This design comes from an exercise in tuning for small area and a short achievable clock period on the open sky130 flow, not from production work. In this exercise RTL edits were held to simulation tests only and were not proved equivalent to the original.

### config.mk
export PLATFORM = sky130hd
export DESIGN_NAME = md_seq
export DESIGN_NICKNAME = md_seq
export VERILOG_FILES = /design/flow/design.v
export SDC_FILE = /design/flow/constraint.sdc
export NUM_CORES = 4
export LEC_CHECK = 0
export CAP_MARGIN = 20
export CORE_MARGIN = 2
export CORE_UTILIZATION = 40
export SLEW_MARGIN = 20
### design.v
module md_seq #(
    parameter int unsigned MUL_CYCLES = 5,
    parameter int unsigned DIV_CYCLES = 10
) (
    input  logic        clk,
    input  logic        rst_n,
    input  logic        start,
    input  logic [1:0]  op,
    input  logic [31:0] a,
    input  logic [31:0] b,
    input  logic        mthi,
    input  logic        mtlo,
    input  logic [31:0] wdata,
    input  logic        md_use_id,
    output logic        busy,
    output logic        stall_md,
    output logic [31:0] hi,
    output logic [31:0] lo
);
    localparam int unsigned MAX_CYC = (MUL_CYCLES > DIV_CYCLES) ? MUL_CYCLES : DIV_CYCLES;
    localparam int unsigned CNT_W   = ($clog2(MAX_CYC + 1) < 4) ? 4 : $clog2(MAX_CYC + 1);
    typedef enum logic {
        IDLE = 1'b0,
        BUSY = 1'b1
    } state_t;
    function automatic logic [63:0] mul64(input logic [31:0] x, input logic [31:0] y,
                                          input logic is_signed);
        logic [63:0] ex;
        logic [63:0] ey;
        ex = is_signed ? {{32{x[31]}}, x} : {32'd0, x};
        ey = is_signed ? {{32{y[31]}}, y} : {32'd0, y};
        mul64 = ex * ey;
    endfunction
    function automatic logic [63:0] div64(input logic [31:0] x, input logic [31:0] y,
                                          input logic is_signed);
        logic        x_neg;
        logic        y_neg;
        logic [31:0] x_mag;
        logic [31:0] y_mag;
        logic [31:0] q;
        logic [31:0] r;
        x_neg = is_signed & x[31];
        y_neg = is_signed & y[31];
        x_mag = x_neg ? (32'd0 - x) : x;
        y_mag = y_neg ? (32'd0 - y) : y;
        q = (y_mag == 32'd0) ? 32'd0 : (x_mag / y_mag);
        r = (y_mag == 32'd0) ? 32'd0 : (x_mag % y_mag);
        div64 = {(x_neg ? (32'd0 - r) : r), ((x_neg ^ y_neg) ? (32'd0 - q) : q)};
    endfunction
    state_t            state_r;
    state_t            state_s;
    logic [CNT_W-1:0]  cnt_r;
    logic [CNT_W-1:0]  cnt_s;
    logic [31:0]       a_r;
    logic [31:0]       a_s;
    logic [31:0]       b_r;
    logic [31:0]       b_s;
    logic [1:0]        op_r;
    logic [1:0]        op_s;
    logic [31:0]       hi_r;
    logic [31:0]       hi_s;
    logic [31:0]       lo_r;
    logic [31:0]       lo_s;
    logic [63:0]       mul_res_s;
    logic [63:0]       div_res_s;
    logic              div_zero_s;
    assign mul_res_s  = mul64(a_r, b_r, ~op_r[0]);
    assign div_res_s  = div64(a_r, b_r, ~op_r[0]);
    assign div_zero_s = (b_r == 32'd0);
    assign busy     = (state_r == BUSY);
    assign stall_md = md_use_id & (start | busy);
    assign hi       = hi_r;
    assign lo       = lo_r;
    always_comb begin
        state_s = state_r;
        cnt_s   = cnt_r;
        a_s     = a_r;
        b_s     = b_r;
        op_s    = op_r;
        hi_s    = hi_r;
        lo_s    = lo_r;
        case (state_r)
            IDLE: begin
                if (start) begin
                    a_s     = a;
                    b_s     = b;
                    op_s    = op;
                    cnt_s   = op[1] ? CNT_W'(DIV_CYCLES) : CNT_W'(MUL_CYCLES);
                    state_s = BUSY;
                end else begin
                    if (mthi) begin
                        hi_s = wdata;
                    end else begin
                        hi_s = hi_r;
                    end
                    if (mtlo) begin
                        lo_s = wdata;
                    end else begin
                        lo_s = lo_r;
                    end
                end
            end
            BUSY: begin
                if (cnt_r <= CNT_W'(1)) begin
                    cnt_s   = '0;
                    state_s = IDLE;
                    if (!op_r[1]) begin
                        hi_s = mul_res_s[63:32];
                        lo_s = mul_res_s[31:0];
                    end else if (!div_zero_s) begin
                        hi_s = div_res_s[63:32];
                        lo_s = div_res_s[31:0];
                    end else begin
                        hi_s = hi_r;
                        lo_s = lo_r;
                    end
                end else begin
                    cnt_s   = cnt_r - CNT_W'(1);
                    state_s = BUSY;
                end
            end
            default: begin
                state_s = IDLE;
                cnt_s   = '0;
            end
        endcase
    end
    always_ff @(posedge clk or negedge rst_n) begin
        if (!rst_n) begin
            state_r <= IDLE;
            cnt_r   <= '0;
            a_r     <= 32'd0;
            b_r     <= 32'd0;
            op_r    <= 2'd0;
            hi_r    <= 32'd0;
            lo_r    <= 32'd0;
        end else begin
            state_r <= state_s;
            cnt_r   <= cnt_s;
            a_r     <= a_s;
            b_r     <= b_s;
            op_r    <= op_s;
            hi_r    <= hi_s;
            lo_r    <= lo_s;
        end
    end
endmodule
### constraint.sdc
create_clock -name core_clock -period 105.0 [get_ports {clk}]
set_input_delay 21.0000 -clock core_clock [delete_from_list [all_inputs] [get_ports {clk}]]
set_output_delay 21.0000 -clock core_clock [all_outputs]
set_load 0.01 [all_outputs]
### run.sh
#!/bin/bash
# synth_recipe.tcl (not shown) runs the flow's synth.tcl, then flattens the netlist and writes it again
# the make line also repeats each setting of config.mk as NAME=value (left out here)
make -C /OpenROAD-flow-scripts/flow DESIGN_CONFIG=/design/flow/config.mk WORK_HOME=/design/flow/orfs CLKGATE_MAP_FILE= SYNTH_SCRIPT=/design/flow/synth_recipe.tcl finish
==> flow_summary_export.csv <==
group,metric,value,unit
floorplanning,core_area,217000,um^2
yosys,synth_top_family_by_area,"adder cells",
placed_design,placement.setup.worst_slack,7.25,ns
sta,report.final.slew_viol_count,0,
floorplanning,start_util,0.403,
clock_tree,cts_sinks,135,
setup_path,type_of_destination_of_the_critical_path,"flop",
placed_design,detailedPlacementHpwl,348000,um
worst_hold_path,holdPathStages,2,
sta,slew_headroom,0.102,
sta,unrepaired_setup_endpoints_after_global_routing,"false",
yosys,cell_count_after_synthesis,10800,
yosys,synthSimpleGateAreaFrac,0.190,
yosys,synth_mux_area_frac,0.0104,
yosys,adder_and_majority_gate_portion_of_the_synthesized_area,0.449,
setup_path,criticalPathCategory,"flop to flop",
yosys,synth_nets,13200,
setup_path,rr_startpoint,"a_r[0]",
cells_and_area,sequential_cell_area,3420,um^2
yosys,synth.yosys.warnings,1,
yosys,synth_enable_flop_cells,0,
route,detail_route.iter0.violations,9488,
setup_path,arrival,101.35,ns
route,dr_vias_cell,6.12,
sta,fmax,9.91,MHz
placed_design,io_buffer_count,169,
global_routing,globalRouteOverflowTotal,0,
setup_path,worst_setup_path_start_kind,"flop",
yosys,yosysUniqueCellTypes,106,
sta,setup_violations,0,
yosys,xor_xnor_cell_area_share_of_the_yosys_netlist,0.0554,
sta,worst_setup_skew_after_layout,0.0294,ns
clock_tree,clk_pin_slew,0.08,ns
route,wire_per_inst,31.6,um
floorplanning,floorplan.die_area,222000,um^2
cells_and_area,layout.filler_cells,21900,
setup_path,rr_worst_depth,327,
yosys,synth_compound_area_frac,0.170,
route,finalWirelength,431000,um
setup_path,timing.critical_path.fanout_max,43,
route,drc_viols,0,
yosys,synth.largest_area_cell,"fa_1",
global_routing,grt_first_pass_wirelength,617000,um
flow_run,maxCapViolations,0,
sta,report.final.hold_viol_count,0,
sta,final_worst_path_period_need,100.92,ns
cells_and_area,postLayoutCoreUtil,0.432,
yosys,leading_post_synthesis_cells_by_cell_area,"fa_1 (33%), ha_1 (12%), nand2_1 (6.9%)",
global_routing,grt_max_degree,73,
status,status,"complete, no violations",
cells_and_area,non_filler_instance_count_after_layout,13700,
cells_and_area,synthToLayoutAreaGrowth,7.34,%
route,final_antenna_net_count,0,
floorplanning,die_h,472,um
clock_tree,cts-root-to-sink-buffers,2,
yosys,synth_top_area_share,0.330,
cells_and_area,drive_above_1_share,0.0514,
placed_design,place_inst,13600,
clock_tree,source_to_sink_clock_delay_at_the_later_pin_of_the_worst_skew_pair,0.54,ns
global_routing,grt_antenna_before_repair,34,
clock_tree,clk_root_buffer_cell,"clkbuf_16",
worst_hold_path,hold_class,"flop to flop",
setup_path,slowest_stage,"a2111oi_1",
yosys,synth-seq-cells,135,
setup_path,crit_required,105.43,ns
route,via_count,83700,
sta,tns,0,ns
floorplanning,die_w,472,um
placed_design,instance_area_after_placement,93100,um^2
yosys,async_flop_share,1.00,
yosys,syn-mean-instance-area,8.06,um^2
floorplanning,row_count,171,
yosys,synth-main-ff-cell,"dfrtp_1",
cells_and_area,multi_input_area,77000,um^2
floorplanning,io-pin-count,170,
worst_hold_path,worst_hold_startpoint,"lo_r[2]",
global_routing,grt_usage,0.385,
worst_hold_path,hold-path-endpoint,"lo_r[2]",
setup_path,path_common_cell,"ha_1",
yosys,post_synth_instance_area,87400,um^2
placed_design,gpl.final_weighted_congestion,1.07,
setup_path,cpPeakStageDelay,0.97,ns
cells_and_area,layout.nets,13200,
clock_tree,htreeDepth,4,
clock_tree,cts_tree,"yes",
sta,final_worst_path_period_share,0.961,
cells_and_area,finalInstanceArea,93800,um^2
global_routing,grt_pass1_vias,84200,
sta,timing.final.ws_setup,4.08,ns
setup_path,reg2reg_slack,4.08,ns
setup_path,crit-reg2reg-capture,"hi_r[31]",
route,detailedRoute.firstPassIterationCount,6,
clock_tree,cts_inserted_buffers,17,
yosys,register_area_share_after_synthesis,0.0386,
sta,tightestPinTransition,1.34,ns
cell usage after synthesis (33+ instances only):
library cell	instances
and2_1	372
clkbuf_1	364
or3_1	65
xnor2_1	364
fa_1	1442
nor4_1	40
nor2_1	655
ha_1	833
and3_1	68
o22ai_1	37
nor3_1	169
a211o_1	33
a21o_1	210
nand2b_1	69
a31oi_1	125
a21oi_1	567
mux2_2	43
buf_1	111
a211oi_1	82
inv_1	1492
dfrtp_1	135
nand2_1	1600
nand3_1	158
o21ai_0	420
o211ai_1	86
mux2i_1	41
o31ai_1	69
nor2b_1	70
or2_2	42
xor2_1	189
nand4_1	84
o21a_1	152
o21bai_1	57
logic make-up after synthesis:
group | after synthesis
adder cells (fa/ha/maj) | 2275
multiplexers | 85
AND/OR/NAND/NOR | 3548
AO/OA/AOI/OAI | 2254
buffers and inverters | 1991
flip-flops | 135
XOR/XNOR | 553
sequential cells by signal (all words and copies together), names as in the netlist:
signal   flops
state_r      1
lo_r        32
op_r         2
b_r         32
cnt_r        4
hi_r        32
a_r         32
area by class of cell:
cell class | count | share of cell area
antenna | 20 | 0.000533
tap | 2854 | 0.0381
clock buffer | 17 | 0.00453
timing repair buffer | 424 | 0.0385
clock inverter | 15 | 0.00188
sequential | 135 | 0.0364
multi-input combinational | 8715 | 0.820
inverter | 1493 | 0.0597
worst max-delay path, delay by kind of cell (launching register included):
family          cells  cell delay, ns
compound gates    155           47.63
flops               1            0.36
fa+ha+maj          32           10.99
simple gates      102           31.57
buf+inv            32            8.23
xor+xnor            2            0.58
mux                 4            1.09
how the worst max path moves through the flow:
stage,endpoint,start
after floorplan,hi_r[30],b_r[0]
final,hi_r[31],a_r[0]
after CTS,hi_r[31],a_r[0]
after global routing,hi_r[31],a_r[0]
after global placement,hi_r[27],a_r[0]
after detailed placement,hi_r[31],a_r[0]
stage by stage:
| stage | hold slack [ns] |
|---|---|
| 2_1_floorplan | 0.499 |
| 3_3_place_gp | 0.458 |
| 3_5_place_dp | 0.471 |
| 4_1_cts | 0.488 |
| 5_1_grt | 0.512 |
| 6_report | 0.480 |
cells in the final DEF, fill, tap and decap left out, types with 80 or more instances in the layout:
| master | instances |
|---|---|
| nand4_1 | 84 |
| fa_1 | 1441 |
| and2_1 | 372 |
| nand2_1 | 1599 |
| a21o_1 | 210 |
| xnor2_1 | 350 |
| nor2_1 | 651 |
| clkdlybuf4s50_1 | 168 |
| o21ai_0 | 413 |
| a211oi_1 | 80 |
| inv_1 | 1489 |
| xor2_1 | 183 |
| nor3_1 | 165 |
| dfrtp_1 | 106 |
| buf_4 | 253 |
| ha_1 | 833 |
| a21oi_1 | 564 |
| nand3_1 | 158 |
| a31oi_1 | 123 |
| o21a_1 | 152 |
| o211ai_1 | 86 |
routing by layer:
layer / global-route usage / wire length (um) / part of all wire
met5: 0 / 154 / 0.00036
met4: 0.181 / 25000 / 0.058
met3: 0.0623 / 35500 / 0.082
met2: 0.595 / 191000 / 0.44
met1: 0.524 / 180000 / 0.42
repair_timing:
action	in CTS	in global routing
hold buffers	0	0
setup endpoints to repair	0	17
buffers inserted	0	4
gates resized for setup	0	2

==> afterwards: timing with drivers on the ports <==
No port has a modelled driver above. Below, the same layout with a new extraction and two added sets of constraints. Step 1 (the two cells are an assumption about what drives the block):
set clk [get_ports {clk}]
set_driving_cell -lib_cell sky130_fd_sc_hd__clkbuf_16 $clk
set_driving_cell -lib_cell sky130_fd_sc_hd__buf_2 [delete_from_list [all_inputs] $clk]
Step 2 times the ports against the registers' clock, not the clock port: input delays grow and output delays shrink by t, the midpoint of the rising clock arrivals with the driver on. Slacks: ideal / step 1 / step 2; pairs: ideal / step 1.
t (ns): 0.585
setup slack, ns: 4.084 / 4.084 / 4.084
worst setup path at the end: register to register
latest minus earliest clock arrival (ns): 0.029 / 0.030
worst register clock-pin slew, ns: 0.09 / 0.09
After both steps setup and hold are still met in this run. For this run, drivers alone change the setup slack by 0.000 ns; drivers and shift together by 0.000 ns.
